This is an optimization exercise on Yosys and OpenROAD, whose aim is small area, a short achievable clock period and few clock cycles per item, not a production implementation. The RTL was checked by simulation tests, not by an equivalence proof against the original design. No activity file was given, so power comes from the tool's default toggle rates.

## flow/design.v (module list and top-level ports; edited modules follow where they fit)
// module fpc_mul: 470 lines
// module fpc_sel: 10 lines
// module fpc_fa: 10 lines
// module float_to_pcm24_output_conditioner_top: 147 lines
// module fpc_dec: 15 lines
// module fpc_meter: 26 lines
// module fpc_word: 36 lines
module float_to_pcm24_output_conditioner_top (
   input  logic                clock,
   input  logic                reset,
   input  logic                req_valid,
   output logic                req_stall,
   input  logic [31:0]         req_left_sample_bits,
   input  logic [31:0]         req_right_sample_bits,
   output logic                rsp_valid,
   input  logic                rsp_stall,
   output logic signed [23:0]  rsp_left_word,
   output logic signed [23:0]  rsp_right_word,
   output logic [15:0]         rsp_peak_x1000,
   output logic [15:0]         rsp_nan_total,
   input  logic                csr_wr_en,
   input  logic [16:0]         csr_wr_data
);
  // ...
==> flow/flow/run.sh <==
#!/bin/bash
# The standard layout (the standard.sh, all steps), with the port buffers
# that global placement inserts made of the smallest plain buffer instead of
# the flow's default choice; repair may still resize them. Each tool's output
# goes to standard.log here; ORFS's own per-step logs stay under orfs/logs.
set -euo pipefail
export BUFFER_PORTS_ARGS="-buffer_cell sky130_fd_sc_hd__buf_1"
bash standard.sh > standard.log 2>&1
==> flow/standard.sh <==
#!/bin/bash
# synth_recipe.tcl (not shown) runs the flow's synth.tcl, then flattens the netlist and writes it again
# the make line also repeats each setting of config.mk as NAME=value (left out here)
make -C /OpenROAD-flow-scripts/flow DESIGN_CONFIG=/design/flow/config.mk WORK_HOME=/design/flow/orfs CLKGATE_MAP_FILE= SYNTH_SCRIPT=/design/flow/synth_recipe.tcl "${@:-finish}"
==> flow/config.mk <==
export PLATFORM = sky130hd
export DESIGN_NAME = float_to_pcm24_output_conditioner_top
export DESIGN_NICKNAME = float_to_pcm24_output_conditioner_top
export VERILOG_FILES = /design/flow/design.v
export SDC_FILE = /design/flow/constraint.sdc
export NUM_CORES = 4
export LEC_CHECK = 0
export ABC_AREA = 1
export CAP_MARGIN = 20
export CORE_MARGIN = 2
export CORE_UTILIZATION = 60
export CTS_BUF_LIST = sky130_fd_sc_hd__clkbuf_4 sky130_fd_sc_hd__clkbuf_8
export SETUP_SLACK_MARGIN = 5
export SLEW_MARGIN = 20
export SYNTH_HIERARCHICAL = 1
export SYNTH_MINIMUM_KEEP_SIZE = 0
==> flow/constraint.sdc <==
create_clock -name core_clock -period 10.0 [get_ports {clock}]
set_input_delay 2.0000 -clock core_clock [delete_from_list [all_inputs] [get_ports {clock}]]
set_output_delay 2.0000 -clock core_clock [all_outputs]
set_load 0.01 [all_outputs]
==> qor.yml, run 1 <==
grt_pass1_wl_um: 228000
crit_arrival_ns: 5.38
ff_latch_area_sq_um: 8530
clockBufferDepth: 3
multi_input_area_share: 0.629
cp_max_fo: 10
mostFrequentLayoutCell: "nand2_1"
synth.avg_cell_area_sq_um: 6.92
drt_iter0_drc: 6130
multi_input_gates: 4572
tightest_slew_ns: 1.15
power.density_nw_per_um2: 308
grt_busiest_layer: "met2"
crit_top_cell: "nand2_1"
grt_pass1_vias: 40700
outcome: "no timing/DRC/antenna violations"
cp-endpoint: "s1_r_q_ff[38]$_DFFE_PN_"
cts_buffers: 54
htreeDepth: 2
nets: 6909
fmax_ghz: 0.202
drv_cap: 0
path_clk_slew_ns: 0.06
cpLargestDelayFamily: "adder cells"
finalHoldViolCount: 0
Testbench counts, summed over its fixed seeds: cycles 4,824, items 4,800.
==> inputs of run 2 (changes only) <==
==> flow/run.sh (new file) <==
#!/bin/bash
# synth_recipe.tcl (not shown) runs the flow's synth.tcl, then flattens the netlist and writes it again
# the make line also repeats each setting of config.mk as NAME=value (left out here)
make -C /OpenROAD-flow-scripts/flow DESIGN_CONFIG=/design/flow/config.mk WORK_HOME=/design/flow/orfs CLKGATE_MAP_FILE= SYNTH_SCRIPT=/design/flow/synth_recipe.tcl finish
--- a/flow/config.mk
+++ b/flow/config.mk
@@ -7,8 +7,10 @@
 export LEC_CHECK = 0
 export ABC_AREA = 1
 export CAP_MARGIN = 20
+export CELL_PAD_IN_SITES_DETAIL_PLACEMENT = 1
+export CELL_PAD_IN_SITES_GLOBAL_PLACEMENT = 2
 export CORE_MARGIN = 2
-export CORE_UTILIZATION = 60
+export CORE_UTILIZATION = 40
 export CTS_BUF_LIST = sky130_fd_sc_hd__clkbuf_4 sky130_fd_sc_hd__clkbuf_8
 export SETUP_SLACK_MARGIN = 5
 export SLEW_MARGIN = 20
removed: flow/flow/run.sh
removed: flow/standard.sh
==> run 2 against run 1 <==
- wire length is 18% higher
- clock power is 18% higher
- combinational power rose by 8%
- critical path type is now input port to output pin
- utilization fell by 21 points
- maximum frequency decreased by 0.70%
- critical path depth down 16
- cell area is 4.9% higher
- first-iteration DRC count shrank 45%
- via count decreased by 0.85%
- synthesized cell count did not move
- global-route usage fell by 8.3 points
- register-to-register slack about the same
==> qor.yml, run 2 <==
syn_nets: 6683  # unchanged
reg.largest.list: "s1_l_q_ff: 40 flops, s1_r_q_ff: 40 flops"  # unchanged
drt_iter0_drc: 3397  # was 6,130
worstPathCellList: "buf_2 -> nand2_8 -> inv_6 -> clkdlybuf4s50_1"  # was nand2_1 -> clkinv_4 -> clkinvlp_4 -> buf_4 -> o21ai_0 -> a21oi_1 -> fa_1 -> fa_1 -> fa_1 -> fa_1 -> ha_2 -> nand2_1 -> nand2_1 -> inv_1 -> o21ai_0 -> nand2_1 -> nand2_1 -> a21oi_1 -> nand3_1 -> nand2_1
grt_pass1_vias: 44700  # was 40,700
area_growth_pct: 17.8  # was 12.3%
gp_congestion: 0.919  # was 1.01
finalSetupViolations: 0  # unchanged
path_clk_slew_ns: 0.05  # was 0.06 ns
tns_ns: 0  # unchanged
clock_sinks: 306  # unchanged
hold_depth: 0  # unchanged
place_inst: 7390  # was 6,932
fin_cells: 7715  # was 7,242
critical-path-slowest-cell: "clkdlybuf4s50_1"  # was fa_1
drc: 0  # unchanged
p_leak_uw: 0.0216  # was 0.0210 uW
clk-insertion-delay-late_ns: 0.71  # was 0.74 ns
rsz0062_at_grt: "true"  # unchanged
die_y_um: 327  # was 268 um
fmax_ghz: 0.201  # was 0.202 GHz
cts_buffers: 66  # was 54
pin_count: 168  # unchanged
skew_ns: 0.0527  # was 0.0683 ns
hold-path-endpoint: "s1_nan_ff[0]$_DFFE_PN_"  # was s1_l_ctl_ff[5]$_DFFE_PN_
use_met1: 0.428  # was 0.521
critPathKind: "input port to output pin"  # was flop to flop
nets: 6927  # was 6,909
tritoncts: "yes"  # unchanged
antenna_found_initial: 2  # unchanged
ir_worst_vdd_uv: 216  # was 276 uV
crit_arrival_ns: 2.97  # was 5.38 ns
core_area_sq_um: 104000  # was 68,800 sq um
postRouteAntennaNets: 0  # unchanged
r2r-start: "vol3_ff[0]$_DFF_P_"  # was in_r_f_ff[18]$_DFFE_PN_
grt_pass1_wl_um: 272000  # was 228,000 um
n_fill_cell: 13200  # was 6,084
crit_required_ns: 8.00  # was 10.44 ns
grt_remaining_overflow: 0  # unchanged
start_util: 0.403  # was 0.607
die_area_sq_um: 107000  # was 71,800 sq um
ctsHoldBuffers: 0  # unchanged
synth.avg_cell_area_sq_um: 6.92  # unchanged
wl_um: 182000  # was 155,000 um
grt_max_degree: 65  # was 149
critPathLaunchType: "input port"  # was flop
r2r_end: "s1_r_q_ff[32]$_DFFE_PN_"  # was s1_r_q_ff[38]$_DFFE_PN_
grtUsageTotal: 0.331  # was 0.414
rr_worst_depth: 18  # was 20
hold_class: "flop to flop"  # unchanged
first_pass_iters: 8  # was 13
layout_common_cells: "nand2_1, inv_1, a21oi_1, nand3_1, nor2_1"  # was nand2_1, inv_1, a21oi_1
clockBufferDepth: 3  # unchanged
relSlewSlack: 0.292  # was 0.228
power.density_nw_per_um2: 317  # was 308 nW/um^2
yosys_warnings: 9  # unchanged
synthCells: 6038  # unchanged
die-width_um: 327  # was 268 um
syn_area_sq_um: 41800  # unchanged
root_buffer: "clkbuf_8"  # unchanged
htreeDepth: 3  # was 2
period_share: 0.497  # was 0.494
drive_above_1_share: 0.147  # was 0.131
placementRows: 118  # was 96
finalHoldViolCount: 0  # unchanged
grt_busiest_layer: "met2"  # unchanged
mostFrequentLayoutCell: "nand2_1"  # unchanged
crit_buf_inv: 3  # was 4
vias: 43500  # was 43,900
tightest_slew_ns: 1.05  # was 1.15 ns
wl_per_cell_um: 23.6  # was 21.4 um
grt.met2_usage: 0.546  # was 0.637
cpLargestDelayFamily: "buffers and inverters"  # was adder cells
io_buffers: 167  # unchanged
drv_cap: 0  # unchanged
slew_violations: 0  # unchanged
dp_hpwl_um: 134000  # was 110,000 um
via_per_inst: 5.64  # was 6.06
end_kind: "output pin"  # was flop
hold_path.startpoint: "in_nan_ff[0]$_DFFE_PN_"  # was in_l_ctl_ff[5]$_DFFE_PN_
cp_max_fo: 4  # was 10
critPathMaxStageDelay_ns: 0.52  # was 0.57 ns
outcome: "no timing/DRC/antenna violations"  # unchanged
grtUsageMet3: 0.0584  # was 0.133
min_period_ns: 4.97  # was 4.94 ns
reg2reg_slack_ns: 5.05  # was 5.06 ns
## run 2: how the worst max path moves through the flow
| stage | end | slack [ns] | from | depth (start not counted) |
|---|---|---|---|---|
| 3_3_place_gp | s1_l_q_ff[34]$_DFFE_PN_ | 4.29 | in_l_f_ff[8]$_DFFE_PN_ | 19 |
| 3_5_place_dp | s1_l_q_ff[34]$_DFFE_PN_ | 4.28 | in_l_f_ff[9]$_DFFE_PN_ | 20 |
| 5_1_grt | s1_r_q_ff[30]$_DFFE_PN_ | 4.86 | in_r_f_ff[6]$_DFFE_PN_ | 18 |
| 4_1_cts | s1_l_q_ff[34]$_DFFE_PN_ | 4.97 | in_l_f_ff[16]$_DFFE_PN_ | 20 |
| 6_report | req_stall | 5.03 | rsp_stall | 4 |
| 2_1_floorplan | req_stall | 5.02 | rsp_stall | 2 |
## run 2: power breakdown
part	switching, uW	total (uW)	leakage [uW]	internal (uW)
Clock	658	1540	0.000754	885
Sequential	351	2360	0.00311	2010
Combinational	7220	11700	0.0177	4500
## run 2: area by class of cell
cell class	count	area [sq um]	share of cell area
Clock buffer	80	1040	0.0212
Clock inverter	40	408	0.00828
Inverter	892	3580	0.0727
Sequential cell	306	8540	0.173
Tap cell	1380	1730	0.0351
Multi-Input combinational cell	4571	29900	0.606
Timing Repair inverter	4	25.0	0.000508
Antenna cell	1	2.50	0.0000508
Timing Repair Buffer	441	4070	0.0825
## run 2: through the flow
step	utilization	hold slack, ns	total power [uW]	setup WS, ns	area (sq um)
2_1_floorplan	-	0.400	9260	5.02	41800
3_3_place_gp	0.430	0.401	12300	4.29	44600
3_5_place_dp	0.430	0.407	12500	4.28	44600
4_1_cts	0.455	0.420	14300	4.97	47100
5_1_grt	0.475	0.425	17100	4.86	49300
6_report	0.475	0.419	15600	5.03	49300
## run 2: metal layers
layer	vias to the layer above	wire length [um]
met5	-	13
met4	2	8880
met3	506	14200
met2	1878	83100
met1	21100	75700
li1	20000	-
## run 2: timing repair
item                                   4_1_cts  5_1_grt
resized for setup                          118      336
gates cloned                                 4        5
pin swaps                                    3       88
setup endpoints to repair                   55       55
setup buffers                               76      119
endpoints found under the hold margin        0        0
==> inputs of run 3 (changes only) <==
==> flow/flow/run.sh (new file) <==
#!/bin/bash
# The standard layout (the standard.sh, all steps), with two changes to
# how it is made: the port buffers that global placement inserts are made of
# the smallest plain buffer (repair may still resize them), and timing repair
# aims for 5.4 ns of setup slack at the design's 10 ns clock. Each tool's
# output goes to standard.log here; ORFS's per-step logs stay under orfs/logs.
set -euo pipefail
export BUFFER_PORTS_ARGS="-buffer_cell sky130_fd_sc_hd__buf_1"
export SETUP_SLACK_MARGIN=5.4
bash standard.sh > standard.log 2>&1
==> flow/standard.sh (new file) <==
#!/bin/bash
# synth_recipe.tcl (not shown) runs the flow's synth.tcl, then flattens the netlist and writes it again
# the make line also repeats each setting of config.mk as NAME=value (left out here)
make -C /OpenROAD-flow-scripts/flow DESIGN_CONFIG=/design/flow/config.mk WORK_HOME=/design/flow/orfs CLKGATE_MAP_FILE= SYNTH_SCRIPT=/design/flow/synth_recipe.tcl "${@:-finish}"
--- a/flow/config.mk
+++ b/flow/config.mk
@@ -12,7 +12,6 @@
 export CORE_MARGIN = 2
 export CORE_UTILIZATION = 40
 export CTS_BUF_LIST = sky130_fd_sc_hd__clkbuf_4 sky130_fd_sc_hd__clkbuf_8
-export SETUP_SLACK_MARGIN = 5
 export SLEW_MARGIN = 20
 export SYNTH_HIERARCHICAL = 1
 export SYNTH_MINIMUM_KEEP_SIZE = 0
removed: flow/run.sh
==> run 3 against run 2 <==
- combinational power up 24%
- synthesized area unchanged
- power up 16%
- clock power down 15%
- non-clock buffer count up 186
- critical path type is now flop to flop
- critical path depth up 14
- register-to-register slack better by 0.05 ns
- utilization up 2.0 points
==> qor.yml, run 3 <==
outcome: "no timing/DRC/antenna violations"  # unchanged
grt_remaining_overflow: 0  # unchanged
clockPowerShare: 0.072  # was 0.099
first_pass_iters: 6  # was 8
gp_congestion: 0.962  # was 0.919
die_y_um: 327  # unchanged
clockBufferDepth: 3  # unchanged
synthCells: 6038  # unchanged
htreeDepth: 2  # was 3
grt_pass1_vias: 45500  # was 44,700
finalSetupViolations: 0  # unchanged
postRouteAntennaNets: 0  # unchanged
antenna_found_initial: 4  # was 2
rsz0062_at_grt: "true"  # unchanged
skew_ns: 0.0327  # was 0.0527 ns
reg.largest.list: "s1_l_q_ff: 40 flops, s1_r_q_ff: 40 flops"  # unchanged
r2r_end: "s1_l_q_ff[22]$_DFFE_PN_"  # was s1_r_q_ff[32]$_DFFE_PN_
r2r-start: "in_l_f_ff[6]$_DFFE_PN_"  # was vol3_ff[0]$_DFF_P_
core_area_sq_um: 104000  # unchanged
p_int_uw: 8560  # was 7400 uW
path_clk_slew_ns: 0.06  # was 0.05 ns
drv_cap: 0  # unchanged
hold_class: "flop to flop"  # unchanged
cp_max_fo: 11  # was 4
layout_common_cells: "nand2_1, inv_1, nand3_1"  # was nand2_1, inv_1, a21oi_1, nand3_1, nor2_1
ff_latch_area_sq_um: 8560  # was 8540 sq um
hold_path.startpoint: "in_r_ctl_ff[2]$_DFFE_PN_"  # was in_nan_ff[0]$_DFFE_PN_
combPwrFrac: 0.798  # was 0.750
hold-path-endpoint: "s1_r_ctl_ff[2]$_DFFE_PN_"  # was s1_nan_ff[0]$_DFFE_PN_
nets: 7105  # was 6,927
tritoncts: "yes"  # unchanged
ctsHoldBuffers: 0  # unchanged
grtUsageTotal: 0.343  # was 0.331
die_area_sq_um: 107000  # unchanged
syn_area_sq_um: 41800  # unchanged
yosys_warnings: 9  # unchanged
tns_ns: 0  # unchanged
power.switching_uw: 9620  # was 8230 uW
tightest_slew_ns: 0.912  # was 1.05 ns
drt_iter0_drc: 3635  # was 3,397
drive_above_1_share: 0.219  # was 0.147
end_kind: "flop"  # was output pin
seqPwrFrac: 0.130  # was 0.151
via_per_inst: 5.66  # was 5.64
hold_depth: 0  # unchanged
n_fill_cell: 13100  # was 13,200
pin_count: 168  # unchanged
period_share: 0.490  # was 0.497
grt_max_degree: 66  # was 65
clk-insertion-delay-late_ns: 0.73  # was 0.71 ns
start_util: 0.403  # unchanged
root_buffer: "clkbuf_8"  # unchanged
wl_um: 191000  # was 182,000 um
drc: 0  # unchanged
wl_per_cell_um: 24.2  # was 23.6 um
cts_buffers: 60  # was 66
clock_sinks: 306  # unchanged
reg2reg_slack_ns: 5.10  # was 5.05 ns
die-width_um: 327  # unchanged
vias: 44700  # was 43,500
placementRows: 118  # unchanged
grt.met2_usage: 0.561  # was 0.546
grt_pass1_wl_um: 280000  # was 272,000 um
critPathLaunchType: "flop"  # was input port
fmax_ghz: 0.204  # was 0.201 GHz
syn_nets: 6683  # unchanged
ir_worst_vdd_uv: 318  # was 216 uV
grtUsageMet3: 0.0619  # was 0.0584
relSlewSlack: 0.392  # was 0.292
hold_slack_ns: 0.419  # about the same
io_buffers: 167  # unchanged
rr_worst_depth: 18  # unchanged
slew_violations: 0  # unchanged
crit_required_ns: 10.48  # was 8.00 ns
mostFrequentLayoutCell: "nand2_1"  # unchanged
grt_busiest_layer: "met2"  # unchanged
p_sw_frac: 0.529  # was 0.527
p_leak_uw: 0.0224  # was 0.0216 uW
dp_hpwl_um: 138000  # was 134,000 um
crit_arrival_ns: 5.37  # was 2.97 ns
power.density_nw_per_um2: 355  # was 317 nW/um^2
use_met1: 0.446  # was 0.428
critPathKind: "flop to flop"  # was input port to output pin
multi_input_area_sq_um: 31300  # was 29,900 sq um
area_growth_pct: 22.7  # was 17.8%
min_period_ns: 4.90  # was 4.97 ns
synth.avg_cell_area_sq_um: 6.92  # unchanged
finalHoldViolCount: 0  # unchanged
==> run 3: cell count changes in the layout (fill, tap and decap cells not counted), sizes merged <==
cell and change:
buf +350, clkdlybuf4s50 -166, bufinv -5, clkinvlp +18, inv -18, clkinv -3
==> run 3: how the worst max path moves through the flow <==
stage                     depth (start not counted)  slack (ns)                    start                 endpoint
after floorplan                                   2        5.02                rsp_stall                req_stall
after global placement                           18        4.09  in_l_f_ff[14]$_DFFE_PN_  s1_l_q_ff[37]$_DFFE_PN_
after detailed placement                         18        4.18  in_l_f_ff[14]$_DFFE_PN_  s1_l_q_ff[33]$_DFFE_PN_
after CTS                                        20        5.27   in_l_f_ff[4]$_DFFE_PN_  s1_l_q_ff[39]$_DFFE_PN_
after global routing                             20        4.96  in_l_f_ff[17]$_DFFE_PN_  s1_l_q_ff[22]$_DFFE_PN_
final                                            18        5.10   in_l_f_ff[6]$_DFFE_PN_  s1_l_q_ff[22]$_DFFE_PN_
==> run 3: critical path: stages (launching register included) <==
cell	delay (ns)
edfxtp_1	0.49
buf_4	0.19
inv_1	0.11
nor2_4	0.07
buf_4	0.19
a21oi_1	0.37
fa_1	0.52
fa_2	0.59
fa_1	0.43
fa_1	0.52
ha_4	0.34
nand2_2	0.08
inv_1	0.10
nand2_4	0.08
nor2_4	0.11
nand4_1	0.16
nand3_4	0.17
buf_4	0.13
xnor2_2	0.05
==> run 3: power groups by stage <==
stage | registers (uW) | logic [uW] | clock network, uW
after floorplan | 2220 | 7030 | 0
after global placement | 2380 | 9830 | 0
after detailed placement | 2390 | 10000 | 0
after CTS | 2360 | 12200 | 1350
after global routing | 2380 | 15800 | 1400
final | 2370 | 14500 | 1310
==> run 3: per-stage QoR <==
| stage | power (uW) | instance area (sq um) | setup slack [ns] | util | std cells |
|---|---|---|---|---|---|
| finish | 18200 | 51300 | 5.10 | 0.495 | 7891 |
| CTS | 15900 | 48800 | 5.27 | 0.471 | 7767 |
| detailed placement | 12400 | 43500 | 4.18 | 0.420 | 7389 |
| global route | 19600 | 51300 | 4.96 | 0.495 | 7891 |
| global placement | 12200 | 43500 | 4.09 | 0.420 | 7388 |
| floorplan | 9260 | 41800 | 5.02 | - | 6038 |
==> run 3: routing by layer <==
layer | vias to the layer above | part of all wire | routed length [um]
met5 | - | 0 | 0
met4 | 0 | 0.048 | 9120
met3 | 570 | 0.080 | 15300
met2 | 1897 | 0.46 | 86900
met1 | 21800 | 0.42 | 79600
li1 | 20400 | - | -
==> run 3: timing repair <==
item / in CTS / in global routing
gates cloned: 4 / 4
setup buffers: 262 / 119
gates resized for setup: 504 / 436
pin swaps: 200 / 216
setup endpoints to repair: 68 / 74
==> run 3: layout make-up <==
class / count / share of cell area
clock buffers: 78 / 0.0189
repair inverters: 2 / 0.000293
repair buffers: 627 / 0.0934
flip-flops and latches: 306 / 0.167
multi-input cells: 4571 / 0.611
inverters: 892 / 0.0712
clock inverters: 34 / 0.00500
well taps: 1380 / 0.0337
diodes: 1 / 0.0000488

[re-timing with driven ports]
Ports are ideal in the flow. The routed layouts listed here were re-timed in OpenROAD. Step 1 sets driving cells, clkbuf_16 on the clock port and buf_2 on the other inputs (assumed; they add their load-dependent delay and slew). Step 2 also shifts input and output timing later by t, the mid clock arrival at the registers, as if the neighbouring blocks saw the same clock. Three values: no drivers, after step 1, after step 2; two values: the first two.
run	t (ns)	slack for setup (ns)	worst data-port slew with drivers (ns)
run 1	0.776	5.060 / 5.060 / 5.060	0.06
run 2	0.754	5.025 / 5.004 / 5.004	0.06
run 3	0.788	5.103 / 5.103 / 5.103	0.05
After both steps every run listed still meets setup and hold. The setup slack of run 2, which loses most, moves by -0.021 ns with the drivers and by -0.021 ns with both steps.
